From an optimization exercise on the open Yosys and OpenROAD flow, aimed at a short achievable clock period and few clock cycles per item; shortcuts taken in it are not production practice.
Where RTL was checked, it was by simulation tests only, not by an equivalence proof against the original.
For run 1, only the layout was checked, not whether the RTL still works.
Power is estimated from default activity; no workload was simulated.

[run.sh]
#!/bin/bash
# synth_recipe.tcl (not shown) runs the flow's synth.tcl, then flattens the netlist and writes it again
# the make line also repeats each setting of config.mk as NAME=value (left out here)
make -C /OpenROAD-flow-scripts/flow DESIGN_CONFIG=/design/flow/config.mk WORK_HOME=/design/flow/orfs CLKGATE_MAP_FILE= SYNTH_SCRIPT=/design/flow/synth_recipe.tcl finish
[config.mk]
export PLATFORM = sky130hd
export DESIGN_NAME = dns_name_decompressor
export DESIGN_NICKNAME = dns_name_decompressor
export VERILOG_FILES = /design/flow/design.v
export SDC_FILE = /design/flow/constraint.sdc
export NUM_CORES = 4
export LEC_CHECK = 0
export CAP_MARGIN = 20
export CORE_MARGIN = 2
export CORE_UTILIZATION = 50
export CTS_CLUSTER_DIAMETER = 100
export CTS_CLUSTER_SIZE = 30
export GPL_ROUTABILITY_DRIVEN = 1
export PLACE_DENSITY = 0.62
export SETUP_SLACK_MARGIN = 4.5
export SLEW_MARGIN = 20
[constraint.sdc]
create_clock -name core_clock -period 8.0 [get_ports {i_clk}]
set_input_delay 1.6000 -clock core_clock [delete_from_list [all_inputs] [get_ports {i_clk}]]
set_output_delay 1.6000 -clock core_clock [all_outputs]
set_load 0.01 [all_outputs]
[design.v]
`timescale 1ns / 1ps
package dnd_pkg;
    localparam int STORE_DEPTH = 512;
    localparam int NAME_MAX    = 255;
    localparam int LIMIT_W     = 6;
    localparam logic [LIMIT_W-1:0] LIMIT_RESET = LIMIT_W'(16);
    localparam logic [7:0]         CHAR_DOT    = 8'h2E;
    localparam logic [1:0] ST_OK    = 2'd0;
    localparam logic [1:0] ST_PTR   = 2'd1;
    localparam logic [1:0] ST_LONG  = 2'd2;
    localparam logic [1:0] ST_RANGE = 2'd3;
    localparam int QD_W = 3;
    localparam int MD_W = 3;
    localparam logic [1:0] B_IDLE = 2'd0;
    localparam logic [1:0] B_WALK = 2'd1;
    localparam logic [1:0] B_PLO  = 2'd2;
endpackage
`timescale 1ns / 1ps
import dnd_pkg::*;
module dnd_walk (
    input  logic                 i_clk,
    input  logic                 i_rst_n,
    input  logic                 i_in_valid,
    output logic                 o_in_ready,
    input  logic                 i_in_op,
    input  logic [8:0]           i_in_address,
    input  logic [7:0]           i_in_byte,
    input  logic [LIMIT_W-1:0]   i_limit,
    input  logic [1:0][5:0]      i_head,
    input  logic [1:0]           i_meta_room,
    output logic [1:0]           o_wa_en,
    output logic [1:0][7:0]      o_wa_idx,
    output logic [1:0][7:0]      o_wa_ch,
    output logic [1:0]           o_wb_en,
    output logic [1:0][7:0]      o_wb_idx,
    output logic [1:0][7:0]      o_wb_ch,
    output logic [1:0]           o_m_push,
    output logic [1:0][7:0]      o_m_len,
    output logic [1:0][8:0]      o_m_cons,
    output logic [1:0][1:0]      o_m_status
);
    localparam int QD = 2 ** QD_W;
    logic       r_ready;
    logic       r_iv;
    logic       r_iop;
    logic [8:0] r_ia;
    logic [7:0] r_ib;
    logic [7:0] r_ia_hi, r_ia_mid, r_ia_lo;    
    logic       r_pend;      
    logic       r_dirty;     
    logic       r_tog;       
    logic [8:0]      q_mem [2][QD];
    logic [QD_W:0]   r_qcnt [2];
    logic [QD_W-1:0] r_qwp [2];
    logic [QD_W-1:0] r_qrp [2];
    logic [QD_W:0]   qcnt_next [2];
    logic in_fire;
    logic i_load, i_dec, i_stuck, i_push;
    logic [1:0] q_pop;
    logic [1:0] active;
    logic q_full, q_full_next;
    logic pend_next, dirty_next, iv_next, iop_next, stuck_next;
    assign o_in_ready = r_ready;
    assign in_fire    = i_in_valid && r_ready;
    assign q_full  = r_qcnt[0][QD_W] || r_qcnt[1][QD_W];
    assign i_load  = r_iv && !r_iop;
    assign i_stuck = r_iop && ((r_pend && r_dirty) || q_full);
    assign i_dec   = r_iv && r_iop;
    assign i_push  = i_dec && !i_stuck;
    for (genvar w = 0; w < 2; w++) begin : g_q
        assign qcnt_next[w] = r_qcnt[w] + (QD_W+1)'(i_push && r_tog == 1'(w)) - (QD_W+1)'(q_pop[w]);
        always_ff @(posedge i_clk) begin
            if (!i_rst_n) begin
                r_qcnt[w] <= '0;
                r_qwp[w]  <= '0;
                r_qrp[w]  <= '0;
            end else begin
                r_qcnt[w] <= qcnt_next[w];
                if (i_push && r_tog == 1'(w)) r_qwp[w] <= r_qwp[w] + 1'b1;
                if (q_pop[w]) r_qrp[w] <= r_qrp[w] + 1'b1;
            end
            if (i_push && r_tog == 1'(w)) q_mem[w][r_qwp[w]] <= r_ia;
        end
    end
    assign q_full_next = r_qcnt[0] >= (QD_W+1)'(QD - 1) || r_qcnt[1] >= (QD_W+1)'(QD - 1);
    assign dirty_next  = i_load || (r_pend && r_dirty);
    assign pend_next   = i_push || r_qcnt[0] != '0 || r_qcnt[1] != '0 || active != 2'b00;
    assign iv_next     = in_fire || (r_iv && i_stuck);
    assign iop_next    = in_fire ? i_in_op : r_iop;
    assign stuck_next  = (pend_next && dirty_next) || q_full_next;
    always_ff @(posedge i_clk) begin
        if (!i_rst_n) begin
            r_ready <= 1'b1;
            r_iv    <= 1'b0;
            r_pend  <= 1'b0;
            r_dirty <= 1'b1;
            r_tog   <= 1'b0;
        end else begin
            r_ready <= !(iv_next && iop_next && stuck_next);
            r_iv    <= iv_next;
            r_pend  <= pend_next;
            r_dirty <= dirty_next;
            if (i_push) r_tog <= !r_tog;
        end
        if (in_fire) begin
            r_iop    <= i_in_op;
            r_ia     <= i_in_address;
            r_ib     <= i_in_byte;
            r_ia_hi  <= 8'd1 << i_in_address[8:6];
            r_ia_mid <= 8'd1 << i_in_address[5:3];
            r_ia_lo  <= 8'd1 << i_in_address[2:0];
        end
    end
    logic [STORE_DEPTH*8-1:0] m_st;
    logic [STORE_DEPTH*8-1:0] s_st;
    for (genvar k = 0; k < STORE_DEPTH; k++) begin : g_store
        always_ff @(posedge i_clk) begin
            if (i_load && r_ia_hi[k/64] && r_ia_mid[(k/8)%8] && r_ia_lo[k%8]) m_st[k*8 +: 8] <= r_ib;
            if (!r_pend) s_st[k*8 +: 8] <= m_st[k*8 +: 8];
        end
    end
    for (genvar w = 0; w < 2; w++) begin : g_w
        dnd_walker u_walker (
            .i_clk         (i_clk),
            .i_rst_n       (i_rst_n),
            .i_store       (s_st),
            .i_limit       (i_limit),
            .i_q_valid     (r_qcnt[w] != '0),
            .i_q_addr      (q_mem[w][r_qrp[w]]),
            .o_q_pop       (q_pop[w]),
            .o_active      (active[w]),
            .i_head        (i_head[w]),
            .i_meta_room   (i_meta_room[w]),
            .o_wa_en       (o_wa_en[w]),
            .o_wa_idx      (o_wa_idx[w]),
            .o_wa_ch       (o_wa_ch[w]),
            .o_wb_en       (o_wb_en[w]),
            .o_wb_idx      (o_wb_idx[w]),
            .o_wb_ch       (o_wb_ch[w]),
            .o_m_push      (o_m_push[w]),
            .o_m_len       (o_m_len[w]),
            .o_m_cons      (o_m_cons[w]),
            .o_m_status    (o_m_status[w])
        );
    end
endmodule
module dnd_walker (
    input  logic                       i_clk,
    input  logic                       i_rst_n,
    input  logic [STORE_DEPTH*8-1:0]   i_store,
    input  logic [LIMIT_W-1:0]         i_limit,
    input  logic                       i_q_valid,
    input  logic [8:0]                 i_q_addr,
    output logic                       o_q_pop,
    output logic                       o_active,
    input  logic [5:0]                 i_head,
    input  logic                       i_meta_room,
    output logic                       o_wa_en,
    output logic [7:0]                 o_wa_idx,
    output logic [7:0]                 o_wa_ch,
    output logic                       o_wb_en,
    output logic [7:0]                 o_wb_idx,
    output logic [7:0]                 o_wb_ch,
    output logic                       o_m_push,
    output logic [7:0]                 o_m_len,
    output logic [8:0]                 o_m_cons,
    output logic [1:0]                 o_m_status
);
    logic [STORE_DEPTH-1:0] r_oh;      
    logic [8:0]             r_ra;      
    logic                   r_oor;     
    logic                   r_ra_v;
    logic [7:0] r_rd0, r_rd1;
    logic       r_rd_v;
    logic       r_rd_oor0, r_rd_oor1;
    logic       r_rd_end0, r_rd_end1;   
    logic [8:0] r_d1;                   
    logic [1:0]         r_st;
    logic [7:0]         r_rem;
    logic [7:0]         r_len;
    logic [LIMIT_W-1:0] r_ptrs;
    logic               r_ptr_ok;   
    logic               r_jumped;
    logic [8:0]         r_cons;
    logic [8:0]         r_start;
    logic [5:0]         r_hi;
    logic [8:0]         r_cptr;    
    logic [5:0]         r_wbase;   
    logic [5:0]         r_wend;    
    logic [7:0] rd0, rd1;
    always_comb begin
        rd0 = 8'd0;
        rd1 = 8'd0;
        for (int i = 0; i < STORE_DEPTH; i++) begin
            rd0 = rd0 | ({8{r_oh[i]}} & i_store[i*8 +: 8]);
            rd1 = rd1 | ({8{r_oh[i]}} & i_store[((i + 1) % STORE_DEPTH)*8 +: 8]);
        end
    end
    logic rem_nz, rem_ge2, len255, len254, len0, ptr_ok;
    logic z0, p0, z1, p1;
    logic walk;
    logic s0_oor, s0_char, s0_zero, s0_ptr, s0_lab;
    logic s0_ptr_go;
    logic s1_on, s1_rem_nz, s1_len255, s1_len0;
    logic s1_oor, s1_char, s1_zero, s1_ptr, s1_lab;
    logic s1_ptr_go;
    logic app0, app1;
    logic fin, fin_ok;
    logic [1:0] fin_st;
    logic plo_go;
    logic start_new;
    logic redirect;
    logic adv;
    logic [8:0] d2, d3;
    assign rem_nz  = r_rem != 8'd0;
    assign rem_ge2 = r_rem[7:1] != 7'd0;
    assign len255  = r_len == 8'd255;
    assign len254  = r_len == 8'd254;
    assign len0    = r_len == 8'd0;
    assign ptr_ok  = r_ptr_ok;
    assign z0      = r_rd0 == 8'd0;
    assign p0      = r_rd0[7:6] == 2'b11;
    assign z1      = r_rd1 == 8'd0;
    assign p1      = r_rd1[7:6] == 2'b11;
    assign d2      = r_d1 + 9'd1;
    assign d3      = r_d1 + 9'd2;
    assign walk    = r_st == B_WALK && r_rd_v;
    assign s0_oor    = walk && r_rd_oor0;
    assign s0_char   = walk && !r_rd_oor0 && rem_nz;
    assign s0_zero   = walk && !r_rd_oor0 && !rem_nz && z0;
    assign s0_ptr    = walk && !r_rd_oor0 && !rem_nz && p0;
    assign s0_lab    = walk && !r_rd_oor0 && !rem_nz && !z0 && !p0;
    assign s0_ptr_go = s0_ptr && !r_rd_end0 && ptr_ok;
    assign app0      = (s0_char && !len255) || (s0_lab && !len255 && !len0);
    assign s1_on     = (s0_char || s0_lab) && !len255;
    assign s1_rem_nz = s0_lab || rem_ge2;
    assign s1_len255 = len254 && app0;
    assign s1_len0   = len0 && !app0;
    assign s1_oor    = s1_on && r_rd_oor1;
    assign s1_char   = s1_on && !r_rd_oor1 && s1_rem_nz;
    assign s1_zero   = s1_on && !r_rd_oor1 && !s1_rem_nz && z1;
    assign s1_ptr    = s1_on && !r_rd_oor1 && !s1_rem_nz && p1;
    assign s1_lab    = s1_on && !r_rd_oor1 && !s1_rem_nz && !z1 && !p1;
    assign s1_ptr_go = s1_ptr && !r_rd_end1 && ptr_ok;
    assign app1      = (s1_char && !s1_len255) || (s1_lab && !s1_len255 && !s1_len0);
    assign plo_go    = r_st == B_PLO && r_rd_v;
    always_comb begin
        fin    = 1'b1;
        fin_st = ST_OK;
        if (s0_oor || (s0_ptr && r_rd_end0) || s1_oor || (s1_ptr && r_rd_end1)) begin
            fin_st = ST_RANGE;
        end else if ((s0_ptr && !ptr_ok) || (s1_ptr && !ptr_ok)) begin
            fin_st = ST_PTR;
        end else if (((s0_char || s0_lab) && len255) || ((s1_char || s1_lab) && s1_len255)) begin
            fin_st = ST_LONG;
        end else if (s0_zero || s1_zero) begin
            fin_st = ST_OK;
        end else begin
            fin = 1'b0;
        end
    end
    assign fin_ok    = s0_zero || s1_zero;
    assign start_new = i_q_valid && r_st == B_IDLE;
    assign redirect  = start_new || s0_ptr_go || plo_go;
    logic [8:0] tgt_a, tgt_b;
    logic       oor_a, oor_b;
    logic [STORE_DEPTH-1:0] oh_next;
    assign tgt_a = {r_rd0[0], r_rd1};
    assign oor_a = r_rd0[5:1] != 5'd0;
    assign tgt_b = {r_hi[0], r_rd0};
    assign oor_b = r_hi[5:1] != 5'd0;
    always_comb begin
        for (int i = 0; i < STORE_DEPTH; i++) begin
            oh_next[i] = (start_new && i_q_addr == 9'(i))
                       || (s0_ptr_go && tgt_a == 9'(i))
                       || (plo_go && tgt_b == 9'(i))
                       || (!redirect && r_oh[(i + STORE_DEPTH - 2) % STORE_DEPTH]);
        end
    end
    logic       commit;
    logic       inc;
    logic [5:0] wend_next;
    logic [5:0] wbase_new;
    logic [5:0] used;
    logic [7:0] len_fin;
    logic [8:0] cons_fin;
    assign commit    = fin_ok && (!len0 || app0);
    assign inc       = (r_cptr[2:0] == 3'd0 && (app0 || app1)) || (r_cptr[2:0] == 3'd7 && app0 && app1);
    assign wend_next = inc ? r_wend + 6'd1 : r_wend;
    assign wbase_new = commit ? wend_next : r_wbase;
    assign len_fin   = (app0 && app1) ? r_len + 8'd2 : (app0 || app1) ? r_len + 8'd1 : r_len;
    assign cons_fin  = !fin_ok ? 9'd0 : r_jumped ? r_cons : s0_zero ? r_d1 : d2;
    logic       r_room;
    logic [7:0] len_ahead;
    logic [5:0] wmax;
    assign len_ahead = r_len > 8'd251 ? 8'd254 : r_len + 8'd3;
    assign wmax      = r_wbase + {1'b0, len_ahead[7:3]};
    assign used      = wmax - i_head;
    assign adv       = r_room && i_meta_room;
    assign o_q_pop  = adv && start_new;
    assign o_active = r_st != B_IDLE;
    always_ff @(posedge i_clk) begin
        if (!i_rst_n) begin
            r_st     <= B_IDLE;
            r_ra_v   <= 1'b0;
            r_rd_v   <= 1'b0;
            r_wbase  <= '0;
            o_wa_en  <= 1'b0;
            o_wb_en  <= 1'b0;
            o_m_push <= 1'b0;
            r_room   <= 1'b0;
        end else begin
            r_room   <= !used[5];
            o_wa_en  <= adv && (app0 || app1);
            o_wb_en  <= adv && app0 && app1;
            o_m_push <= adv && fin;
            if (adv) begin
                if (start_new) begin
                    r_st <= B_WALK;
                end else if (fin) begin
                    r_st <= B_IDLE;
                end else if (s1_ptr_go) begin
                    r_st <= B_PLO;
                end else if (plo_go) begin
                    r_st <= B_WALK;
                end
                if (redirect) begin
                    r_ra_v <= 1'b1;
                    r_rd_v <= 1'b0;
                end else if (fin) begin
                    r_ra_v <= 1'b0;
                    r_rd_v <= 1'b0;
                end else begin
                    r_rd_v <= r_ra_v;
                end
                r_wbase <= wbase_new;
            end
        end
        if (adv) begin
            r_oh <= oh_next;
            if (start_new) begin
                r_ra  <= i_q_addr;
                r_oor <= 1'b0;
            end else if (s0_ptr_go) begin
                r_ra  <= tgt_a;
                r_oor <= oor_a;
            end else if (plo_go) begin
                r_ra  <= tgt_b;
                r_oor <= oor_b;
            end else begin
                r_ra  <= r_ra + 9'd2;
                r_oor <= r_oor || r_oh[STORE_DEPTH-1] || r_oh[STORE_DEPTH-2];
            end
            r_rd0     <= rd0;
            r_rd1     <= rd1;
            r_rd_oor0 <= r_oor;
            r_rd_oor1 <= r_oor || r_oh[STORE_DEPTH-1];
            r_rd_end0 <= r_oh[STORE_DEPTH-1];
            r_rd_end1 <= r_oh[STORE_DEPTH-2];
            r_d1      <= r_ra - r_start + 9'd1;
            if (start_new) begin
                r_rem    <= 8'd0;
                r_len    <= 8'd0;
                r_ptrs   <= '0;
                r_ptr_ok <= i_limit != '0;
                r_jumped <= 1'b0;
                r_cons   <= 9'd0;
                r_start  <= i_q_addr;
                r_cptr   <= {wbase_new, 3'b000};
                r_wend   <= wbase_new;
            end else begin
                if (s1_char) begin
                    r_rem <= s0_lab ? r_rd0 - 8'd1 : r_rem - 8'd2;
                end else if (s1_lab) begin
                    r_rem <= r_rd1;
                end else if (s0_char) begin
                    r_rem <= r_rem - 8'd1;
                end else if (s0_lab) begin
                    r_rem <= r_rd0;
                end
                r_len  <= fin ? 8'd0 : len_fin;
                if (fin) begin
                    r_cptr <= {wbase_new, 3'b000};
                    r_wend <= wbase_new;
                end else begin
                    r_cptr <= (app0 && app1) ? r_cptr + 9'd2 : (app0 || app1) ? r_cptr + 9'd1 : r_cptr;
                    r_wend <= wend_next;
                end
                if (s0_ptr_go || s1_ptr_go) begin
                    r_ptrs   <= r_ptrs + 1'b1;
                    r_ptr_ok <= r_ptrs + 1'b1 < i_limit;
                    r_jumped <= 1'b1;
                end
                if (!r_jumped && s0_ptr_go) r_cons <= d2;
                if (!r_jumped && s1_ptr_go) r_cons <= d3;
                if (s1_ptr_go) r_hi <= r_rd1[5:0];
            end
            o_wa_idx   <= r_cptr[7:0];
            o_wa_ch    <= app0 ? (s0_lab ? CHAR_DOT : r_rd0) : (s1_lab ? CHAR_DOT : r_rd1);
            o_wb_idx   <= r_cptr[7:0] + 8'd1;
            o_wb_ch    <= s1_lab ? CHAR_DOT : r_rd1;
            o_m_len    <= len_fin;
            o_m_cons   <= cons_fin;
            o_m_status <= fin_st;
        end
        if (!i_rst_n) begin
            r_cptr <= 9'd0;
            r_wend <= 6'd0;
        end
    end
endmodule
`timescale 1ns / 1ps
import dnd_pkg::*;
module dnd_nbuf (
    input  logic        i_clk,
    input  logic        i_rst_n,
    input  logic        i_wa_en,
    input  logic [7:0]  i_wa_idx,
    input  logic [7:0]  i_wa_ch,
    input  logic        i_wb_en,
    input  logic [7:0]  i_wb_idx,
    input  logic [7:0]  i_wb_ch,
    input  logic        i_m_push,
    input  logic [7:0]  i_m_len,
    input  logic [8:0]  i_m_cons,
    input  logic [1:0]  i_m_status,
    output logic [5:0]  o_head,
    output logic        o_meta_room,
    output logic        o_have,
    output logic        o_single,
    output logic        o_is_last,
    output logic [2:0]  o_lastlane,
    output logic [8:0]  o_cons,
    output logic [1:0]  o_status,
    output logic [63:0] o_word,
    input  logic        i_take
);
    localparam int MD = 2 ** MD_W;
    logic [2047:0] nb;
    for (genvar c = 0; c < 256; c++) begin : g_char
        always_ff @(posedge i_clk) begin
            if (i_wa_en && i_wa_idx == 8'(c)) begin
                nb[c*8 +: 8] <= i_wa_ch;
            end else if (i_wb_en && i_wb_idx == 8'(c)) begin
                nb[c*8 +: 8] <= i_wb_ch;
            end
        end
    end
    logic            mf_single [MD];
    logic [4:0]      mf_nwm1   [MD];
    logic [2:0]      mf_ll     [MD];
    logic [8:0]      mf_cons   [MD];
    logic [1:0]      mf_st     [MD];
    logic [MD_W:0]   r_mcnt;
    logic [MD_W-1:0] r_mwp, r_mrp;
    logic [5:0]      r_head;
    logic [4:0]      r_widx;
    logic            pop;
    assign o_have      = r_mcnt != '0;
    assign o_single    = mf_single[r_mrp];
    assign o_is_last   = mf_single[r_mrp] || r_widx == mf_nwm1[r_mrp];
    assign o_lastlane  = mf_ll[r_mrp];
    assign o_cons      = mf_cons[r_mrp];
    assign o_status    = mf_st[r_mrp];
    assign o_word      = nb[r_head[4:0]*64 +: 64];
    assign pop         = i_take && o_is_last;
    assign o_head      = r_head;
    always_ff @(posedge i_clk) begin
        o_meta_room <= r_mcnt <= (MD_W+1)'(MD - 2);
    end
    always_ff @(posedge i_clk) begin
        if (i_m_push) begin
            mf_single[r_mwp] <= i_m_status != ST_OK || i_m_len == 8'd0;
            mf_nwm1[r_mwp]   <= 5'((i_m_len - 8'd1) >> 3);
            mf_ll[r_mwp]     <= i_m_len[2:0];
            mf_cons[r_mwp]   <= i_m_cons;
            mf_st[r_mwp]     <= i_m_status;
        end
    end
    always_ff @(posedge i_clk) begin
        if (!i_rst_n) begin
            r_mcnt <= '0;
            r_mwp  <= '0;
            r_mrp  <= '0;
            r_head <= '0;
            r_widx <= '0;
        end else begin
            r_mcnt <= r_mcnt + (MD_W+1)'(i_m_push) - (MD_W+1)'(pop);
            if (i_m_push) r_mwp <= r_mwp + 1'b1;
            if (pop)      r_mrp <= r_mrp + 1'b1;
            if (i_take) begin
                if (!o_single) r_head <= r_head + 1'b1;
                r_widx <= o_is_last ? 5'd0 : r_widx + 1'b1;
            end
        end
    end
endmodule
module dnd_emit (
    input  logic             i_clk,
    input  logic             i_rst_n,
    input  logic [1:0]       i_wa_en,
    input  logic [1:0][7:0]  i_wa_idx,
    input  logic [1:0][7:0]  i_wa_ch,
    input  logic [1:0]       i_wb_en,
    input  logic [1:0][7:0]  i_wb_idx,
    input  logic [1:0][7:0]  i_wb_ch,
    input  logic [1:0]       i_m_push,
    input  logic [1:0][7:0]  i_m_len,
    input  logic [1:0][8:0]  i_m_cons,
    input  logic [1:0][1:0]  i_m_status,
    output logic [1:0][5:0]  o_head,
    output logic [1:0]       o_meta_room,
    input  logic             i_out_ready,
    output logic             o_out_valid,
    output logic [63:0]      o_name_chars,
    output logic [3:0]       o_char_count,
    output logic             o_last,
    output logic [8:0]       o_consumed,
    output logic [1:0]       o_status
);
    logic [1:0]       have, single, is_last;
    logic [1:0][2:0]  lastlane;
    logic [1:0][8:0]  cons;
    logic [1:0][1:0]  status;
    logic [1:0][63:0] word;
    logic [1:0]       btake;
    logic        r_cur;       
    logic        take;        
    logic        stake;       
    logic        c_have, c_single, c_last;
    logic [2:0]  c_ll;
    logic [63:0] lane_mask;
    logic        r_sv;
    logic [63:0] r_schars;
    logic [3:0]  r_scount;
    logic        r_slast;
    logic [8:0]  r_scons;
    logic [1:0]  r_sstatus;
    for (genvar w = 0; w < 2; w++) begin : g_b
        dnd_nbuf u_nbuf (
            .i_clk        (i_clk),
            .i_rst_n      (i_rst_n),
            .i_wa_en      (i_wa_en[w]),
            .i_wa_idx     (i_wa_idx[w]),
            .i_wa_ch      (i_wa_ch[w]),
            .i_wb_en      (i_wb_en[w]),
            .i_wb_idx     (i_wb_idx[w]),
            .i_wb_ch      (i_wb_ch[w]),
            .i_m_push     (i_m_push[w]),
            .i_m_len      (i_m_len[w]),
            .i_m_cons     (i_m_cons[w]),
            .i_m_status   (i_m_status[w]),
            .o_head       (o_head[w]),
            .o_meta_room  (o_meta_room[w]),
            .o_have       (have[w]),
            .o_single     (single[w]),
            .o_is_last    (is_last[w]),
            .o_lastlane   (lastlane[w]),
            .o_cons       (cons[w]),
            .o_status     (status[w]),
            .o_word       (word[w]),
            .i_take       (btake[w])
        );
        assign btake[w] = stake && c_have && r_cur == 1'(w);
    end
    assign take     = !o_out_valid || i_out_ready;
    assign stake    = !r_sv || take;
    assign c_have   = have[r_cur];
    assign c_single = single[r_cur];
    assign c_last   = is_last[r_cur];
    assign c_ll     = lastlane[r_cur];
    always_comb begin
        for (int l = 0; l < 8; l++) begin
            lane_mask[l*8 +: 8] = (!c_last || c_ll == 3'd0 || 3'(l) < c_ll) ? 8'hFF : 8'h00;
        end
    end
    always_ff @(posedge i_clk) begin
        if (!i_rst_n) begin
            r_cur       <= 1'b0;
            r_sv        <= 1'b0;
            o_out_valid <= 1'b0;
        end else begin
            if (stake) begin
                r_sv <= c_have;
                if (c_have && c_last) r_cur <= !r_cur;
            end
            if (take) begin
                o_out_valid <= r_sv;
            end
        end
        if (stake && c_have) begin
            r_schars  <= c_single ? 64'd0 : word[r_cur] & lane_mask;
            r_scount  <= c_single ? 4'd0 : (c_last && c_ll != 3'd0) ? {1'b0, c_ll} : 4'd8;
            r_slast   <= c_last;
            r_scons   <= c_last ? cons[r_cur] : 9'd0;
            r_sstatus <= c_last ? status[r_cur] : ST_OK;
        end
        if (take && r_sv) begin
            o_name_chars <= r_schars;
            o_char_count <= r_scount;
            o_last       <= r_slast;
            o_consumed   <= r_scons;
            o_status     <= r_sstatus;
        end
    end
endmodule
`timescale 1ns / 1ps
import dnd_pkg::*;
module dns_name_decompressor (
    input  logic                        i_clk,
    input  logic                        i_rst_n,
    input  logic                        i_in_valid,
    output logic                        o_in_ready,
    input  logic                        i_in_op,
    input  logic [8:0]                  i_in_address,
    input  logic [7:0]                  i_in_byte,
    output logic                        o_out_valid,
    input  logic                        i_out_ready,
    output logic [63:0]                 o_name_chars,
    output logic [3:0]                  o_char_count,
    output logic                        o_last,
    output logic [8:0]                  o_consumed,
    output logic [1:0]                  o_status,
    input  logic                        i_cfg_we,
    input  logic [5:0]                  i_cfg_data
);
    logic [LIMIT_W-1:0] r_limit;
    logic [1:0]      wa_en, wb_en;
    logic [1:0][7:0] wa_idx, wb_idx;
    logic [1:0][7:0] wa_ch, wb_ch;
    logic [1:0]      m_push;
    logic [1:0][7:0] m_len;
    logic [1:0][8:0] m_cons;
    logic [1:0][1:0] m_status;
    logic [1:0][5:0] head;
    logic [1:0]      meta_room;
    always_ff @(posedge i_clk) begin
        if (!i_rst_n) begin
            r_limit <= LIMIT_RESET;
        end else if (i_cfg_we) begin
            r_limit <= i_cfg_data;
        end
    end
    dnd_walk u_walk (
        .i_clk        (i_clk),
        .i_rst_n      (i_rst_n),
        .i_in_valid   (i_in_valid),
        .o_in_ready   (o_in_ready),
        .i_in_op      (i_in_op),
        .i_in_address (i_in_address),
        .i_in_byte    (i_in_byte),
        .i_limit      (r_limit),
        .i_head       (head),
        .i_meta_room  (meta_room),
        .o_wa_en      (wa_en),
        .o_wa_idx     (wa_idx),
        .o_wa_ch      (wa_ch),
        .o_wb_en      (wb_en),
        .o_wb_idx     (wb_idx),
        .o_wb_ch      (wb_ch),
        .o_m_push     (m_push),
        .o_m_len      (m_len),
        .o_m_cons     (m_cons),
        .o_m_status   (m_status)
    );
    dnd_emit u_emit (
        .i_clk        (i_clk),
        .i_rst_n      (i_rst_n),
        .i_wa_en      (wa_en),
        .i_wa_idx     (wa_idx),
        .i_wa_ch      (wa_ch),
        .i_wb_en      (wb_en),
        .i_wb_idx     (wb_idx),
        .i_wb_ch      (wb_ch),
        .i_m_push     (m_push),
        .i_m_len      (m_len),
        .i_m_cons     (m_cons),
        .i_m_status   (m_status),
        .o_head       (head),
        .o_meta_room  (meta_room),
        .i_out_ready  (i_out_ready),
        .o_out_valid  (o_out_valid),
        .o_name_chars (o_name_chars),
        .o_char_count (o_char_count),
        .o_last       (o_last),
        .o_consumed   (o_consumed),
        .o_status     (o_status)
    );
endmodule
==> impl_metrics.env, run 1 <==
export IMPL_cts_root_buf="clkbuf_16"
export IMPL_cts_hold_buf=0
export IMPL_synth_cells=40942
export IMPL_gp_congestion=2.29
export IMPL_clock_sinks=14397
export IMPL_port_buffers=110
export IMPL_fp_row_count=418
export IMPL_synth_avg_cell_area_sq_um=15.8
export IMPL_ys_types=99
export IMPL_async_flop_share_pct=0
export IMPL_grt_ovfl_total=330339
export IMPL_cts_made_buffers=608
export IMPL_initial_utilization_pct=50.1
export IMPL_synth_nets=41115
export IMPL_grt_pass1_vias=644216
export IMPL_status="aborted with a tool error"
export IMPL_postPlaceCellArea_sq_mm=0.699
export IMPL_die_w_mm=1.14
export IMPL_clock_path_buffers=5
export IMPL_grt_first_pass_wirelength_mm=10500
export IMPL_grt_usage_pct=131
export IMPL_failing_step="global routing (5_1_grt)"
export IMPL_grt_max_degree=197
export IMPL_fp_dieH_mm=1.14
export IMPL_htree_levels=6
export IMPL_synth_seq_cells=14397
export IMPL_synth_enable_flop_cells=14253
export IMPL_ys_flop_type="edfxtp_1"
export IMPL_ys_warnings_count=13
export IMPL_placedCellCount=58851
export IMPL_ys_seq_area_share_pct=66.5
export IMPL_error_line="[ERROR GRT-0116] Global routing finished with congestion. Check the congestion regions in the DRC Viewer."
export IMPL_io_pins=111
export IMPL_synth_area_sq_mm=0.648
export IMPL_dp_hpwl_mm=5420
==> cells in the mapped netlist, types with 95 or more instances <==
| cell | number | area [sq um] |
|---|---|---|
| a211oi_1 | 206 | 1550 |
| a21oi_1 | 113 | 566 |
| a221oi_1 | 2865 | 25100 |
| a222oi_1 | 510 | 5100 |
| a22o_1 | 2867 | 25100 |
| a22oi_1 | 2982 | 22400 |
| and2_1 | 112 | 701 |
| and3_1 | 554 | 3470 |
| buf_1 | 202 | 758 |
| buf_2 | 125 | 626 |
| clkbuf_1 | 4089 | 15300 |
| dfxtp_1 | 144 | 2880 |
| edfxtp_1 | 14253 | 428000 |
| ha_1 | 130 | 1630 |
| inv_1 | 141 | 529 |
| mux2_2 | 4114 | 46300 |
| mux2i_1 | 130 | 1300 |
| mux4_2 | 1396 | 31400 |
| nand2_1 | 725 | 2720 |
| nand3_1 | 607 | 3040 |
| nand4_1 | 1139 | 7130 |
| nor2_1 | 585 | 2200 |
| nor2b_1 | 130 | 813 |
| nor3_1 | 247 | 1240 |
| nor4_1 | 289 | 1810 |
| o21ai_0 | 642 | 3210 |
| o21ai_1 | 306 | 1530 |
| o221ai_1 | 513 | 4490 |
| o22ai_1 | 160 | 1000 |
| xnor2_1 | 95 | 832 |
| xor2_1 | 99 | 867 |
==> how the worst min path moves through the flow <==
stage	start	endpoint	slack, ns	depth (start not counted)
CTS	u_walk.m_st[1015]	u_walk.s_st[1015]	0.34	0
detailed placement	u_emit.r_schars[26]	u_emit.o_name_chars[26]	0.40	0
global placement	u_walk.m_st[955]	u_walk.s_st[955]	0.40	0
floorplan	u_emit.r_scount[0]	u_emit.o_char_count[0]	0.40	0
==> power groups by stage <==
| stage | Sequential, mW | Clock [mW] | Combinational, mW |
|---|---|---|---|
| 2_1_floorplan | 96.2 | 0 | 26.5 |
| 3_3_place_gp | 121 | 0 | 139 |
| 3_5_place_dp | 120 | 0 | 139 |
| 4_1_cts | 117 | 39.2 | 146 |
==> cell families after synthesis <==
kind of cell	after synthesis	share of synthesized area [%]
buffers and inverters	4577	2.69
and+or+nand+nor	4664	3.89
muxes	5640	12.2
xor gates and xnor gates	194	0.262
AOI/OAI and AO/OA	11326	14.1
adders and majority gates	144	0.294
DFF	14397	66.5
==> layer usage <==
metal,overflow,GRT usage [%]
met1,82605,124
met2,179712,165
met3,37490,111
met4,27446,114
met5,3086,96.8
==> timing repair <==
item,CTS
endpoints found under the setup margin,2960
gates resized for setup,2279
pin swaps,223
cloned,21
endpoints found under the hold margin,0
buffers inserted,473
==> metrics by stage <==
stage / worst slack [ns] / util (%)
floorplan: -54.47 / -
global placement: 1.75 / 53.9
CTS: 4.23 / 56.6
detailed placement: 2.08 / 54.1
==> run 2: changes to the inputs <==
--- a/design.v
+++ b/design.v
@@ -29,10 +29,12 @@
     input  logic [1:0][5:0]      i_head,
     input  logic [1:0]           i_meta_room,
     output logic [1:0]           o_wa_en,
-    output logic [1:0][7:0]      o_wa_idx,
+    output logic [1:0][31:0]     o_wa_word,
+    output logic [1:0][7:0]      o_wa_lane,
     output logic [1:0][7:0]      o_wa_ch,
     output logic [1:0]           o_wb_en,
-    output logic [1:0][7:0]      o_wb_idx,
+    output logic [1:0][31:0]     o_wb_word,
+    output logic [1:0][7:0]      o_wb_lane,
     output logic [1:0][7:0]      o_wb_ch,
     output logic [1:0]           o_m_push,
     output logic [1:0][7:0]      o_m_len,
@@ -132,10 +134,12 @@
             .i_head        (i_head[w]),
             .i_meta_room   (i_meta_room[w]),
             .o_wa_en       (o_wa_en[w]),
-            .o_wa_idx      (o_wa_idx[w]),
+            .o_wa_word     (o_wa_word[w]),
+            .o_wa_lane     (o_wa_lane[w]),
             .o_wa_ch       (o_wa_ch[w]),
             .o_wb_en       (o_wb_en[w]),
-            .o_wb_idx      (o_wb_idx[w]),
+            .o_wb_word     (o_wb_word[w]),
+            .o_wb_lane     (o_wb_lane[w]),
             .o_wb_ch       (o_wb_ch[w]),
             .o_m_push      (o_m_push[w]),
             .o_m_len       (o_m_len[w]),
@@ -156,20 +160,29 @@
     input  logic [5:0]                 i_head,
     input  logic                       i_meta_room,
     output logic                       o_wa_en,
-    output logic [7:0]                 o_wa_idx,
+    output logic [31:0]                o_wa_word,    
+    output logic [7:0]                 o_wa_lane,    
     output logic [7:0]                 o_wa_ch,
     output logic                       o_wb_en,
-    output logic [7:0]                 o_wb_idx,
+    output logic [31:0]                o_wb_word,
+    output logic [7:0]                 o_wb_lane,
     output logic [7:0]                 o_wb_ch,
     output logic                       o_m_push,
     output logic [7:0]                 o_m_len,
     output logic [8:0]                 o_m_cons,
     output logic [1:0]                 o_m_status
 );
-    logic [STORE_DEPTH-1:0] r_oh;      
     logic [8:0]             r_ra;      
+    logic [8:0]             r_ra1;     
     logic                   r_oor;     
     logic                   r_ra_v;
+    logic [63:0] r_bk0, r_bk1;
+    logic [2:0]  r_bk_hi0, r_bk_hi1;
+    logic        r_bk_v;
+    logic        r_bk_oor0, r_bk_oor1;
+    logic        r_bk_end0, r_bk_end1;
+    logic [8:0]  r_bk_d1;
+    logic [63:0] bk0, bk1;
     logic [7:0] r_rd0, r_rd1;
     logic       r_rd_v;
     logic       r_rd_oor0, r_rd_oor1;
@@ -177,6 +190,7 @@
     logic [8:0] r_d1;                   
     logic [1:0]         r_st;
     logic [7:0]         r_rem;
+    logic               r_rem_nz;   
     logic [7:0]         r_len;
     logic [LIMIT_W-1:0] r_ptrs;
     logic               r_ptr_ok;   
@@ -188,14 +202,14 @@
     logic [5:0]         r_wbase;   
     logic [5:0]         r_wend;    
     logic [7:0] rd0, rd1;
-    always_comb begin
-        rd0 = 8'd0;
-        rd1 = 8'd0;
-        for (int i = 0; i < STORE_DEPTH; i++) begin
-            rd0 = rd0 | ({8{r_oh[i]}} & i_store[i*8 +: 8]);
-            rd1 = rd1 | ({8{r_oh[i]}} & i_store[((i + 1) % STORE_DEPTH)*8 +: 8]);
-        end
+    logic [7:0] cptr1;
+    assign cptr1 = r_cptr[7:0] + 8'd1;
+    for (genvar b = 0; b < 8; b++) begin : g_bk
+        assign bk0[b*8 +: 8] = i_store[(b*64 + r_ra[5:0])*8 +: 8];
+        assign bk1[b*8 +: 8] = i_store[(b*64 + r_ra1[5:0])*8 +: 8];
     end
+    assign rd0 = r_bk0[r_bk_hi0*8 +: 8];
+    assign rd1 = r_bk1[r_bk_hi1*8 +: 8];
     logic rem_nz, rem_ge2, len255, len254, len0, ptr_ok;
     logic z0, p0, z1, p1;
     logic walk;
@@ -212,7 +226,7 @@
     logic redirect;
     logic adv;
     logic [8:0] d2, d3;
-    assign rem_nz  = r_rem != 8'd0;
+    assign rem_nz  = r_rem_nz;
     assign rem_ge2 = r_rem[7:1] != 7'd0;
     assign len255  = r_len == 8'd255;
     assign len254  = r_len == 8'd254;
@@ -264,17 +278,29 @@
     assign redirect  = start_new || s0_ptr_go || plo_go;
     logic [8:0] tgt_a, tgt_b;
     logic       oor_a, oor_b;
-    logic [STORE_DEPTH-1:0] oh_next;
+    logic [8:0] ra_next, ra1_next;
     assign tgt_a = {r_rd0[0], r_rd1};
     assign oor_a = r_rd0[5:1] != 5'd0;
     assign tgt_b = {r_hi[0], r_rd0};
     assign oor_b = r_hi[5:1] != 5'd0;
     always_comb begin
-        for (int i = 0; i < STORE_DEPTH; i++) begin
-            oh_next[i] = (start_new && i_q_addr == 9'(i))
-                       || (s0_ptr_go && tgt_a == 9'(i))
-                       || (plo_go && tgt_b == 9'(i))
-                       || (!redirect && r_oh[(i + STORE_DEPTH - 2) % STORE_DEPTH]);
+        if (start_new) begin
+            ra_next = i_q_addr;
+        end else if (s0_ptr_go) begin
+            ra_next = tgt_a;
+        end else if (plo_go) begin
+            ra_next = tgt_b;
+        end else begin
+            ra_next = r_ra + 9'd2;
+        end
+        if (start_new) begin
+            ra1_next = i_q_addr + 9'd1;
+        end else if (s0_ptr_go) begin
+            ra1_next = tgt_a + 9'd1;
+        end else if (plo_go) begin
+            ra1_next = tgt_b + 9'd1;
+        end else begin
+            ra1_next = r_ra1 + 9'd2;
         end
     end
     logic       commit;
@@ -303,6 +329,7 @@
         if (!i_rst_n) begin
             r_st     <= B_IDLE;
             r_ra_v   <= 1'b0;
+            r_bk_v   <= 1'b0;
             r_rd_v   <= 1'b0;
             r_wbase  <= '0;
             o_wa_en  <= 1'b0;
@@ -326,40 +353,50 @@
                 end
                 if (redirect) begin
                     r_ra_v <= 1'b1;
+                    r_bk_v <= 1'b0;
                     r_rd_v <= 1'b0;
                 end else if (fin) begin
                     r_ra_v <= 1'b0;
+                    r_bk_v <= 1'b0;
                     r_rd_v <= 1'b0;
                 end else begin
-                    r_rd_v <= r_ra_v;
+                    r_bk_v <= r_ra_v;
+                    r_rd_v <= r_bk_v;
                 end
                 r_wbase <= wbase_new;
             end
         end
         if (adv) begin
-            r_oh <= oh_next;
+            r_ra     <= ra_next;
+            r_ra1    <= ra1_next;
             if (start_new) begin
-                r_ra  <= i_q_addr;
                 r_oor <= 1'b0;
             end else if (s0_ptr_go) begin
-                r_ra  <= tgt_a;
                 r_oor <= oor_a;
             end else if (plo_go) begin
-                r_ra  <= tgt_b;
                 r_oor <= oor_b;
             end else begin
-                r_ra  <= r_ra + 9'd2;
-                r_oor <= r_oor || r_oh[STORE_DEPTH-1] || r_oh[STORE_DEPTH-2];
+                r_oor <= r_oor || r_ra >= 9'd510;
             end
+            r_bk0     <= bk0;
+            r_bk1     <= bk1;
+            r_bk_hi0  <= r_ra[8:6];
+            r_bk_hi1  <= r_ra1[8:6];
+            r_bk_oor0 <= r_oor;
+            r_bk_oor1 <= r_oor || r_ra == 9'd511;
+            r_bk_end0 <= r_ra == 9'd511;
+            r_bk_end1 <= r_ra == 9'd510;
+            r_bk_d1   <= r_ra - r_start + 9'd1;
             r_rd0     <= rd0;
             r_rd1     <= rd1;
-            r_rd_oor0 <= r_oor;
-            r_rd_oor1 <= r_oor || r_oh[STORE_DEPTH-1];
-            r_rd_end0 <= r_oh[STORE_DEPTH-1];
-            r_rd_end1 <= r_oh[STORE_DEPTH-2];
-            r_d1      <= r_ra - r_start + 9'd1;
+            r_rd_oor0 <= r_bk_oor0;
+            r_rd_oor1 <= r_bk_oor1;
+            r_rd_end0 <= r_bk_end0;
+            r_rd_end1 <= r_bk_end1;
+            r_d1      <= r_bk_d1;
             if (start_new) begin
                 r_rem    <= 8'd0;
+                r_rem_nz <= 1'b0;
                 r_len    <= 8'd0;
                 r_ptrs   <= '0;
                 r_ptr_ok <= i_limit != '0;
@@ -370,13 +407,17 @@
                 r_wend   <= wbase_new;
             end else begin
                 if (s1_char) begin
-                    r_rem <= s0_lab ? r_rd0 - 8'd1 : r_rem - 8'd2;
+                    r_rem    <= s0_lab ? r_rd0 - 8'd1 : r_rem - 8'd2;
+                    r_rem_nz <= s0_lab ? r_rd0 != 8'd1 : r_rem != 8'd2;
                 end else if (s1_lab) begin
-                    r_rem <= r_rd1;
+                    r_rem    <= r_rd1;
+                    r_rem_nz <= 1'b1;
                 end else if (s0_char) begin
-                    r_rem <= r_rem - 8'd1;
+                    r_rem    <= r_rem - 8'd1;
+                    r_rem_nz <= r_rem != 8'd1;
                 end else if (s0_lab) begin
-                    r_rem <= r_rd0;
+                    r_rem    <= r_rd0;
+                    r_rem_nz <= 1'b1;
                 end
                 r_len  <= fin ? 8'd0 : len_fin;
                 if (fin) begin
@@ -395,9 +436,11 @@
                 if (!r_jumped && s1_ptr_go) r_cons <= d3;
                 if (s1_ptr_go) r_hi <= r_rd1[5:0];
             end
-            o_wa_idx   <= r_cptr[7:0];
+            o_wa_word  <= 32'd1 << r_cptr[7:3];
+            o_wa_lane  <= 8'd1 << r_cptr[2:0];
+            o_wb_word  <= 32'd1 << cptr1[7:3];
+            o_wb_lane  <= 8'd1 << cptr1[2:0];
             o_wa_ch    <= app0 ? (s0_lab ? CHAR_DOT : r_rd0) : (s1_lab ? CHAR_DOT : r_rd1);
-            o_wb_idx   <= r_cptr[7:0] + 8'd1;
             o_wb_ch    <= s1_lab ? CHAR_DOT : r_rd1;
             o_m_len    <= len_fin;
             o_m_cons   <= cons_fin;
@@ -415,10 +458,12 @@
     input  logic        i_clk,
     input  logic        i_rst_n,
     input  logic        i_wa_en,
-    input  logic [7:0]  i_wa_idx,
+    input  logic [31:0] i_wa_word,
+    input  logic [7:0]  i_wa_lane,
     input  logic [7:0]  i_wa_ch,
     input  logic        i_wb_en,
-    input  logic [7:0]  i_wb_idx,
+    input  logic [31:0] i_wb_word,
+    input  logic [7:0]  i_wb_lane,
     input  logic [7:0]  i_wb_ch,
     input  logic        i_m_push,
     input  logic [7:0]  i_m_len,
@@ -439,9 +484,9 @@
     logic [2047:0] nb;
     for (genvar c = 0; c < 256; c++) begin : g_char
         always_ff @(posedge i_clk) begin
-            if (i_wa_en && i_wa_idx == 8'(c)) begin
+            if (i_wa_en && i_wa_word[c/8] && i_wa_lane[c%8]) begin
                 nb[c*8 +: 8] <= i_wa_ch;
-            end else if (i_wb_en && i_wb_idx == 8'(c)) begin
+            end else if (i_wb_en && i_wb_word[c/8] && i_wb_lane[c%8]) begin
                 nb[c*8 +: 8] <= i_wb_ch;
             end
         end
@@ -453,18 +498,24 @@
     logic [1:0]      mf_st     [MD];
     logic [MD_W:0]   r_mcnt;
     logic [MD_W-1:0] r_mwp, r_mrp;
+    logic            r_fv;         
+    logic            r_fsingle;
+    logic [4:0]      r_fleft;      
+    logic            r_flast;      
+    logic [2:0]      r_fll;
+    logic [8:0]      r_fcons;
+    logic [1:0]      r_fst;
     logic [5:0]      r_head;
-    logic [4:0]      r_widx;
-    logic            pop;
-    assign o_have      = r_mcnt != '0;
-    assign o_single    = mf_single[r_mrp];
-    assign o_is_last   = mf_single[r_mrp] || r_widx == mf_nwm1[r_mrp];
-    assign o_lastlane  = mf_ll[r_mrp];
-    assign o_cons      = mf_cons[r_mrp];
-    assign o_status    = mf_st[r_mrp];
+    logic            fload;        
+    assign o_have      = r_fv;
+    assign o_single    = r_fsingle;
+    assign o_is_last   = r_flast;
+    assign o_lastlane  = r_fll;
+    assign o_cons      = r_fcons;
+    assign o_status    = r_fst;
     assign o_word      = nb[r_head[4:0]*64 +: 64];
-    assign pop         = i_take && o_is_last;
     assign o_head      = r_head;
+    assign fload       = r_mcnt != '0 && (!r_fv || (i_take && r_flast));
     always_ff @(posedge i_clk) begin
         o_meta_room <= r_mcnt <= (MD_W+1)'(MD - 2);
     end
@@ -476,6 +527,17 @@
             mf_cons[r_mwp]   <= i_m_cons;
             mf_st[r_mwp]     <= i_m_status;
         end
+        if (fload) begin
+            r_fsingle <= mf_single[r_mrp];
+            r_fleft   <= mf_single[r_mrp] ? 5'd0 : mf_nwm1[r_mrp];
+            r_flast   <= mf_single[r_mrp] || mf_nwm1[r_mrp] == 5'd0;
+            r_fll     <= mf_ll[r_mrp];
+            r_fcons   <= mf_cons[r_mrp];
+            r_fst     <= mf_st[r_mrp];
+        end else if (i_take) begin
+            r_fleft <= r_fleft - 5'd1;
+            r_flast <= r_fleft == 5'd1;
+        end
     end
     always_ff @(posedge i_clk) begin
         if (!i_rst_n) begin
@@ -483,15 +545,17 @@
             r_mwp  <= '0;
             r_mrp  <= '0;
             r_head <= '0;
-            r_widx <= '0;
+            r_fv   <= 1'b0;
         end else begin
-            r_mcnt <= r_mcnt + (MD_W+1)'(i_m_push) - (MD_W+1)'(pop);
+            r_mcnt <= r_mcnt + (MD_W+1)'(i_m_push) - (MD_W+1)'(fload);
             if (i_m_push) r_mwp <= r_mwp + 1'b1;
-            if (pop)      r_mrp <= r_mrp + 1'b1;
-            if (i_take) begin
-                if (!o_single) r_head <= r_head + 1'b1;
-                r_widx <= o_is_last ? 5'd0 : r_widx + 1'b1;
+            if (fload)    r_mrp <= r_mrp + 1'b1;
+            if (fload) begin
+                r_fv <= 1'b1;
+            end else if (i_take && r_flast) begin
+                r_fv <= 1'b0;
             end
+            if (i_take && !r_fsingle) r_head <= r_head + 1'b1;
         end
     end
 endmodule
@@ -499,10 +563,12 @@
     input  logic             i_clk,
     input  logic             i_rst_n,
     input  logic [1:0]       i_wa_en,
-    input  logic [1:0][7:0]  i_wa_idx,
+    input  logic [1:0][31:0] i_wa_word,
+    input  logic [1:0][7:0]  i_wa_lane,
     input  logic [1:0][7:0]  i_wa_ch,
     input  logic [1:0]       i_wb_en,
-    input  logic [1:0][7:0]  i_wb_idx,
+    input  logic [1:0][31:0] i_wb_word,
+    input  logic [1:0][7:0]  i_wb_lane,
     input  logic [1:0][7:0]  i_wb_ch,
     input  logic [1:0]       i_m_push,
     input  logic [1:0][7:0]  i_m_len,
@@ -531,7 +597,9 @@
     logic [2:0]  c_ll;
     logic [63:0] lane_mask;
     logic        r_sv;
-    logic [63:0] r_schars;
+    logic [63:0] r_schars;     
+    logic        r_ssingle;
+    logic [2:0]  r_sll;
     logic [3:0]  r_scount;
     logic        r_slast;
     logic [8:0]  r_scons;
@@ -541,10 +609,12 @@
             .i_clk        (i_clk),
             .i_rst_n      (i_rst_n),
             .i_wa_en      (i_wa_en[w]),
-            .i_wa_idx     (i_wa_idx[w]),
+            .i_wa_word    (i_wa_word[w]),
+            .i_wa_lane    (i_wa_lane[w]),
             .i_wa_ch      (i_wa_ch[w]),
             .i_wb_en      (i_wb_en[w]),
-            .i_wb_idx     (i_wb_idx[w]),
+            .i_wb_word    (i_wb_word[w]),
+            .i_wb_lane    (i_wb_lane[w]),
             .i_wb_ch      (i_wb_ch[w]),
             .i_m_push     (i_m_push[w]),
             .i_m_len      (i_m_len[w]),
@@ -571,7 +641,8 @@
     assign c_ll     = lastlane[r_cur];
     always_comb begin
         for (int l = 0; l < 8; l++) begin
-            lane_mask[l*8 +: 8] = (!c_last || c_ll == 3'd0 || 3'(l) < c_ll) ? 8'hFF : 8'h00;
+            lane_mask[l*8 +: 8] = r_ssingle ? 8'h00
+                                : (!r_slast || r_sll == 3'd0 || 3'(l) < r_sll) ? 8'hFF : 8'h00;
         end
     end
     always_ff @(posedge i_clk) begin
@@ -589,14 +660,16 @@
             end
         end
         if (stake && c_have) begin
-            r_schars  <= c_single ? 64'd0 : word[r_cur] & lane_mask;
+            r_schars  <= word[r_cur];
+            r_ssingle <= c_single;
+            r_sll     <= c_ll;
             r_scount  <= c_single ? 4'd0 : (c_last && c_ll != 3'd0) ? {1'b0, c_ll} : 4'd8;
             r_slast   <= c_last;
             r_scons   <= c_last ? cons[r_cur] : 9'd0;
             r_sstatus <= c_last ? status[r_cur] : ST_OK;
         end
         if (take && r_sv) begin
-            o_name_chars <= r_schars;
+            o_name_chars <= r_schars & lane_mask;
             o_char_count <= r_scount;
             o_last       <= r_slast;
             o_consumed   <= r_scons;
@@ -626,7 +699,8 @@
 );
     logic [LIMIT_W-1:0] r_limit;
     logic [1:0]      wa_en, wb_en;
-    logic [1:0][7:0] wa_idx, wb_idx;
+    logic [1:0][31:0] wa_word, wb_word;
+    logic [1:0][7:0]  wa_lane, wb_lane;
     logic [1:0][7:0] wa_ch, wb_ch;
     logic [1:0]      m_push;
     logic [1:0][7:0] m_len;
@@ -653,10 +727,12 @@
         .i_head       (head),
         .i_meta_room  (meta_room),
         .o_wa_en      (wa_en),
-        .o_wa_idx     (wa_idx),
+        .o_wa_word    (wa_word),
+        .o_wa_lane    (wa_lane),
         .o_wa_ch      (wa_ch),
         .o_wb_en      (wb_en),
-        .o_wb_idx     (wb_idx),
+        .o_wb_word    (wb_word),
+        .o_wb_lane    (wb_lane),
         .o_wb_ch      (wb_ch),
         .o_m_push     (m_push),
         .o_m_len      (m_len),
@@ -667,10 +743,12 @@
         .i_clk        (i_clk),
         .i_rst_n      (i_rst_n),
         .i_wa_en      (wa_en),
-        .i_wa_idx     (wa_idx),
+        .i_wa_word    (wa_word),
+        .i_wa_lane    (wa_lane),
         .i_wa_ch      (wa_ch),
         .i_wb_en      (wb_en),
-        .i_wb_idx     (wb_idx),
+        .i_wb_word    (wb_word),
+        .i_wb_lane    (wb_lane),
         .i_wb_ch      (wb_ch),
         .i_m_push     (m_push),
         .i_m_len      (m_len),
==> config.mk (replaced) <==
export PLATFORM = sky130hd
export DESIGN_NAME = dns_name_decompressor
export DESIGN_NICKNAME = dns_name_decompressor
export VERILOG_FILES = /design/flow/design.v
export SDC_FILE = /design/flow/constraint.sdc
export NUM_CORES = 4
export LEC_CHECK = 0
export CAP_MARGIN = 30
export CORE_MARGIN = 2
export CORE_UTILIZATION = 40
export CTS_CLUSTER_DIAMETER = 100
export CTS_CLUSTER_SIZE = 24
export GPL_ROUTABILITY_DRIVEN = 1
export PLACE_DENSITY = 0.55
export SETUP_SLACK_MARGIN = 4.5
export SLEW_MARGIN = 45
==> run 2 against run 1 <==
  * Now clean on timing, DRC and antenna
  * Synthesized cell count down 20%
  * Area after synthesis rose by 1.0%
==> impl_metrics.env, run 2 <==
export IMPL_status="finished clean"
export IMPL_required_ns=6.40
export IMPL_clock_sinks=13855
export IMPL_placedCellCount=52602
export IMPL_worstMarginPinSlew_ns=1.02
export IMPL_clock_path_buffers=5
export IMPL_p_leak_nw=226
export IMPL_drt_pass1_iterations=9
export IMPL_maxSlewHeadroom_pct=32.3
export IMPL_synth_enable_flop_cells=13717
export IMPL_viasPerCell=6.54
export IMPL_end_kind="output port"
export IMPL_grt_max_degree=162
export IMPL_cts_made_buffers=683
export IMPL_synth_area_sq_mm=0.654
export IMPL_synth_most_common_cell="edfxtp_1"
export IMPL_wl_mm=2320
export IMPL_power_mw=235
export IMPL_wl_per_cell_um=42.4
export IMPL_ys_flop_type="edfxtp_1"
export IMPL_fp_row_count=469
export IMPL_ys_warnings_count=13
export IMPL_path_class="reg2out"
export IMPL_fp_coreArea_sq_mm=1.63
export IMPL_skew_ns=0.106
export IMPL_layout_common_cells="edfxtp_1, mux4_2, mux2_2"
export IMPL_cts_root_buf="clkbuf_16"
export IMPL_grt_pass1_vias=344447
export IMPL_ys_seq_area_share_pct=63.4
export IMPL_synthTopCellsByArea="edfxtp_1, mux4_2, mux2_2"
export IMPL_crit_buf_inv=1
export IMPL_synth_seq_cells=13855
export IMPL_syn2layout_area_growth_pct=9.67
export IMPL_tns_ns=0
export IMPL_htree_levels=6
export IMPL_initial_utilization_pct=40.1
export IMPL_cap_violations=0
export IMPL_holdCritStartpoint="u_walk.m_st[3374]"
export IMPL_die_w_mm=1.28
export IMPL_drtAntennaViolNets=0
export IMPL_synth_cells=32921
export IMPL_mostFrequentLayoutCell="edfxtp_1"
export IMPL_drive_gt1_share_pct=43.3
export IMPL_reg2reg_from="u_walk.g_w[1].u_walker.r_ra[0]"
export IMPL_crit_path_start="u_emit.o_name_chars[4]"
export IMPL_ir_drop_v=0.000378
export IMPL_finalSetupViolCount=0
export IMPL_ys_types=98
export IMPL_rsz0062_at_grt="true"
export IMPL_max_stage_delay_ns=0.68
export IMPL_synthTopCellsByCount="edfxtp_1, mux4_2, mux2_2"
export IMPL_reg_top3="u_emit.g_b.u_nbuf.nb: 4096 flops, u_walk.m_st: 4096 flops, u_walk.s_st: 4096 flops"
export IMPL_fp_dieH_mm=1.28
export IMPL_fin_crit_sh_pct=46.9
export IMPL_dr_total_vias=357190
export IMPL_synth_avg_cell_area_sq_um=19.9
export IMPL_clock_latency_ns=1.30
export IMPL_layout_nets=32322
export IMPL_holdCritPathClass="reg2reg"
export IMPL_drcViolationCount=0
export IMPL_cp_cell_sequence="buf_2"
export IMPL_grt_usage_pct=27.4
export IMPL_antenna_found_initial=334
export IMPL_async_flop_share_pct=0
export IMPL_io_pins=111
export IMPL_whs_ns=0.332
export IMPL_powerDensity_mw_per_mm2=328
export IMPL_gp_congestion=0.882
export IMPL_synth_top_area_cell="edfxtp_1"
export IMPL_setup_worst_path_start_class="flip-flop"
export IMPL_cts_tree="done"
export IMPL_cts_clk_slew_worst_paths_ns=0.10
export IMPL_stdcell_area_sq_mm=0.717
export IMPL_dieArea_sq_mm=1.65
export IMPL_cp_max_fo=1
export IMPL_drtIter0Drc=52914
export IMPL_dp_hpwl_mm=1450
export IMPL_cts_hold_buf=0
export IMPL_grt_ovfl_total=0
export IMPL_finalCriticalPeriod_ns=3.76
export IMPL_hold_violations=0
export IMPL_cpMaxStageDelayCell="edfxtp_1"
export IMPL_slew_violations=0
export IMPL_final_cells=54642
export IMPL_postPlaceCellArea_sq_mm=0.684
export IMPL_max_freq_ghz=0.266
export IMPL_port_buffers=110
export IMPL_cp_top_family="flip-flops"
export IMPL_synth_nets=33110
export IMPL_grt_first_pass_wirelength_mm=3090
export IMPL_synth_top_area_share_pct=63.0
export IMPL_arrival_ns=2.16
run 2: changes by cell type after synthesis, sizes merged, moves of 493 or more:
cell,delta
a221oi,-2861
a222oi,-509
nand3,-507
o221ai,-493
clkbuf,-1683
nand4,-1113
nand2,+1073
edfxtp,-536
mux4,+5379
a22o,-2864
a22oi,-2979
o21ai,-795
run 2: layout make-up:
type / count / area, sq um
flip-flops and latches: 13855 / 415000
clock buffers: 801 / 18000
clock inverters: 130 / 1700
inverters: 162 / 647
fillers: 138764 / 913000
well taps: 21666 / 27100
multi-input cells: 15860 / 229000
diodes: 597 / 1490
repair buffers: 1571 / 24400
run 2: where the power goes:
part / leakage, nW / switching [mW] / internal [mW]
registers: 129 / 8.23 / 92.6
logic: 86.9 / 53.3 / 40.1
clock network: 9.58 / 24.2 / 16.8
total: 226 / 85.7 / 149
run 2: logic make-up (layout without fill, tap and decap cells):
group | Yosys count | after routing | share of synthesized area, %
mux | 11161 | 11161 | 30.8
xor+xnor | 250 | 250 | 0.335
flops | 13855 | 13855 | 63.4
fa+ha+maj | 160 | 160 | 0.322
compound gates | 739 | 740 | 0.719
buf+inv | 3207 | 2664 | 1.86
simple gates | 3549 | 3549 | 2.53
other cells | 0 | 597 | 0
run 2: timing repair:
item	CTS	global route
gates cloned	152	51
endpoints found under the setup margin	572	274
pin swaps	10	9
gates resized for setup	835	141
setup buffers	151	113
run 2: worst paths after layout:
path,end,slack (ns),cells after the start
min,u_walk.s_st[3374],0.33,0
max,o_name_chars[4],4.24,1
max reg2reg,u_walk.g_w[1].u_walker.r_bk0[49],4.36,11
min reg2reg,u_walk.s_st[3374],0.33,0
run 2: layer usage:
metal,vias up,routed length [um],track usage [%]
li1,136860,-,-
met5,-,535,0.0315
met2,20549,1090000,43.0
met1,196301,873000,36.3
met3,3412,217000,5.56
met4,68,134000,14.0
run 2: per-stage QoR:
stage | setup slack (ns) | util [%]
2_1_floorplan | -54.47 | -
3_3_place_gp | 1.84 | 41.7
3_5_place_dp | 2.10 | 42.0
4_1_cts | 4.11 | 43.7
5_1_grt | 4.15 | 44.0
6_report | 4.24 | 44.0
Testbench counts of run 2, summed over its fixed seeds: cycles 16,043, names 790.
==> run 3: changes to the inputs <==
--- a/config.mk
+++ b/config.mk
@@ -9,8 +9,9 @@
 export CORE_MARGIN = 2
 export CORE_UTILIZATION = 40
 export CTS_CLUSTER_DIAMETER = 100
-export CTS_CLUSTER_SIZE = 24
+export CTS_CLUSTER_SIZE = 20
 export GPL_ROUTABILITY_DRIVEN = 1
+export GPL_TIMING_DRIVEN = 1
 export PLACE_DENSITY = 0.55
 export SETUP_SLACK_MARGIN = 4.5
 export SLEW_MARGIN = 45
==> run 3 against run 2 <==
  * Largest cell class unchanged
  * The layout now fails its checks (antenna violations)
  * Critical path depth unchanged
  * Via count about the same
  * Critical path type unchanged
  * Flip-flop and latch count unchanged
  * Final area increased by 0.12%
==> impl_metrics.env, run 3 <==
export IMPL_status="complete, but fails checks"
export IMPL_check_failures="antenna violations"
export IMPL_pwr_share_clk_pct=18.1
export IMPL_synthTopCellsByArea="edfxtp_1, mux4_2, mux2_2"
export IMPL_cts_clk_slew_worst_paths_ns=0.09
export IMPL_max_stage_delay_ns=0.68
export IMPL_share_seq_of_total_power_pct=42.5
export IMPL_worstMarginPinSlew_ns=1.21
export IMPL_ys_flop_type="edfxtp_1"
export IMPL_reg_top3="u_emit.g_b.u_nbuf.nb: 4096 flops, u_walk.m_st: 4096 flops, u_walk.s_st: 4096 flops"
export IMPL_end_kind="output port"
export IMPL_clock_latency_ns=1.31
export IMPL_fp_coreArea_sq_mm=1.63
export IMPL_grt_usage_pct=27.4
export IMPL_holdCritPathClass="reg2reg"
export IMPL_rsz0062_at_grt="true"
export IMPL_ys_warnings_count=13
export IMPL_pwr_share_comb_pct=39.3
export IMPL_p_leak_nw=226
export IMPL_io_pins=111
export IMPL_dr_total_vias=357352
export IMPL_setup_slack_ns=4.17
export IMPL_ir_drop_v=0.000377
export IMPL_synth_enable_flop_cells=13717
export IMPL_path_class="reg2out"
export IMPL_tns_ns=0
export IMPL_layout_nets=32345
export IMPL_clock_path_buffers=5
export IMPL_maxSlewHeadroom_pct=19.1
export IMPL_ys_types=98
export IMPL_powerDensity_mw_per_mm2=330
export IMPL_grt_pass1_vias=345005
export IMPL_crit_buf_inv=1
export IMPL_fp_row_count=469
export IMPL_wl_mm=2310
export IMPL_antenna_found_initial=327
export IMPL_drtAntennaViolNets=1
export IMPL_synth_top_area_cell="edfxtp_1"
export IMPL_n_fill_cell=138646
export IMPL_gp_congestion=0.882
export IMPL_mostFrequentLayoutCell="edfxtp_1"
export IMPL_fin_crit_sh_pct=47.8
export IMPL_finalCriticalPeriod_ns=3.83
export IMPL_setup_worst_path_start_class="flip-flop"
export IMPL_power_internal_mw=151
export IMPL_wl_per_cell_um=42.4
export IMPL_cp_max_fo=1
export IMPL_grt_ovfl_total=0
export IMPL_syn2layout_area_growth_pct=9.81
export IMPL_drt_pass1_iterations=8
export IMPL_hold_violations=0
export IMPL_async_flop_share_pct=0
export IMPL_multi_input_area_sq_mm=0.229
export IMPL_synthTopCellsByCount="edfxtp_1, mux4_2, mux2_2"
export IMPL_synth_area_sq_mm=0.654
export IMPL_ys_seq_area_share_pct=63.4
export IMPL_synth_avg_cell_area_sq_um=19.9
export IMPL_cpMaxStageDelayCell="edfxtp_1"
export IMPL_slew_violations=0
export IMPL_viasPerCell=6.54
export IMPL_required_ns=6.40
export IMPL_cap_violations=0
export IMPL_drtIter0Drc=53477
export IMPL_drcViolationCount=0
export IMPL_initial_utilization_pct=40.1
export IMPL_skew_ns=0.116
export IMPL_cp_cell_sequence="buf_2"
export IMPL_regArea_sq_mm=0.415
export IMPL_dp_hpwl_mm=1450
export IMPL_switching_power_mw=86.1
export IMPL_max_freq_ghz=0.261
export IMPL_synth_most_common_cell="edfxtp_1"
export IMPL_htree_levels=6
export IMPL_grt_max_degree=162
export IMPL_synth_nets=33110
export IMPL_grt_first_pass_wirelength_mm=3100
export IMPL_switching_share_pct=36.3
export IMPL_fp_dieH_mm=1.28
export IMPL_port_buffers=110
export IMPL_synth_cells=32921
export IMPL_cts_tree="done"
export IMPL_synth_seq_cells=13855
export IMPL_cp_top_family="flip-flops"
export IMPL_layout_common_cells="edfxtp_1, mux4_2, mux2_2"
export IMPL_cts_made_buffers=788
export IMPL_synth_top_area_share_pct=63.0
export IMPL_die_w_mm=1.28
export IMPL_clock_sinks=13855
export IMPL_pre_cts_slack_ns=2.10
export IMPL_dieArea_sq_mm=1.65
export IMPL_finalSetupViolCount=0
export IMPL_arrival_ns=2.23
export IMPL_drive_gt1_share_pct=43.2
export IMPL_cts_root_buf="clkbuf_16"
[run 3: stage by stage]
step                      util, %  hold WS (ns)  total power [mW]  instances  instance area, sq um
after global placement       41.7         0.400               188      52481                680000
after floorplan                 -         0.400               135      32921                654000
after CTS                    43.8         0.362               235      53895                714000
after detailed placement     42.0         0.405               190      52602                684000
final                        44.0         0.366               237      54638                718000
after global routing         44.0         0.381               242      54458                718000
[run 3: metal layers]
| metal | up-vias | global-route usage, % | part of all wire, % |
|---|---|---|---|
| met4 | 56 | 13.8 | 5.9 |
| met2 | 20934 | 43.2 | 47 |
| met3 | 3467 | 5.28 | 9.3 |
| met5 | - | 0.0315 | 0.019 |
| li1 | 136927 | - | - |
| met1 | 195968 | 36.5 | 38 |
[run 3: final cells by class]
type                    instances  share of cell area [%]
flip-flops and latches      13855                    57.7
multi-input cells           15861                    31.9
well taps                   21666                    3.77
repair buffers               1488                    3.24
clock buffers                 899                    2.84
diodes                        610                   0.213
clock inverters                97                   0.183
inverters                     162                  0.0901
[run 3: timing repair]
action / CTS / global route
pin swaps: 11 / 8
setup buffers: 142 / 56
endpoints found under the setup margin: 576 / 280
cloned: 155 / 35
hold buffers: 0 / 0
resized for setup: 805 / 122
[run 3: cell families after synthesis]
logic type	after synthesis	share of synthesized area, %
mux	11161	30.8
compound gates	739	0.719
buf+inv	3207	1.86
flops	13855	63.4
simple gates	3549	2.53
fa+ha+maj	160	0.322
xor+xnor	250	0.335
[run 3: worst paths after layout]
kind | startpoint | to | slack, ns | depth (start not counted)
setup / recovery | u_emit.o_name_chars[4] | o_name_chars[4] | 4.17 | 1
hold / removal | u_walk.m_st[140] | u_walk.s_st[140] | 0.37 | 0
setup reg to reg | u_walk.g_w[1].u_walker.r_ra[0] | u_walk.g_w[1].u_walker.r_bk0[28] | 4.39 | 8
hold reg to reg | u_walk.m_st[140] | u_walk.s_st[140] | 0.37 | 0
[run 3: power by group through the flow]
stage	clock network [mW]	logic (mW)	registers, mW
after floorplan	0	41.7	92.9
after global placement	0	85.9	102
after detailed placement	0	87.4	102
after CTS	43.7	91.3	100
after global routing	45.8	94.8	102
final	43.0	93.2	101
[run 3: worst register-to-register path, cell delays in order, from the launching register on]
cell	delay, ns
edfxtp_1	0.40
buf_12	0.15
buf_12	0.11
buf_16	0.20
buf_16	0.43
mux4_2	0.67
mux4_2	0.52
mux2i_4	0.39
o21ai_0	0.33

-- afterwards: timing with drivers on the ports --
No port has a modelled driver above. Below, the same layouts with a new extraction and two added sets of constraints.
Step 1: set_driving_cell puts a clkbuf_16 on i_clk and a buf_2 on each other input, an assumption about the parent block.
Step 2 moves the port delays by t, midway between the first and last clock arrival at a register: inputs arrive t later, outputs are due t later. That takes back most of the time a late clock gives input paths.
Slacks: no drivers / after step 1 / after step 2; pairs: no drivers / after step 1.
| run | t, ns | setup slack, ns | clock arrival spread, ns |
|---|---|---|---|
| run 2 | 1.455 | 4.244 / 4.038 / 3.351 | 0.118 / 0.118 |
| run 3 | 1.450 | 4.173 / 3.976 / 3.334 | 0.120 / 0.121 |
For run 2, which loses most, drivers alone change the setup slack by -0.206 ns; drivers and shift together by -0.893 ns.
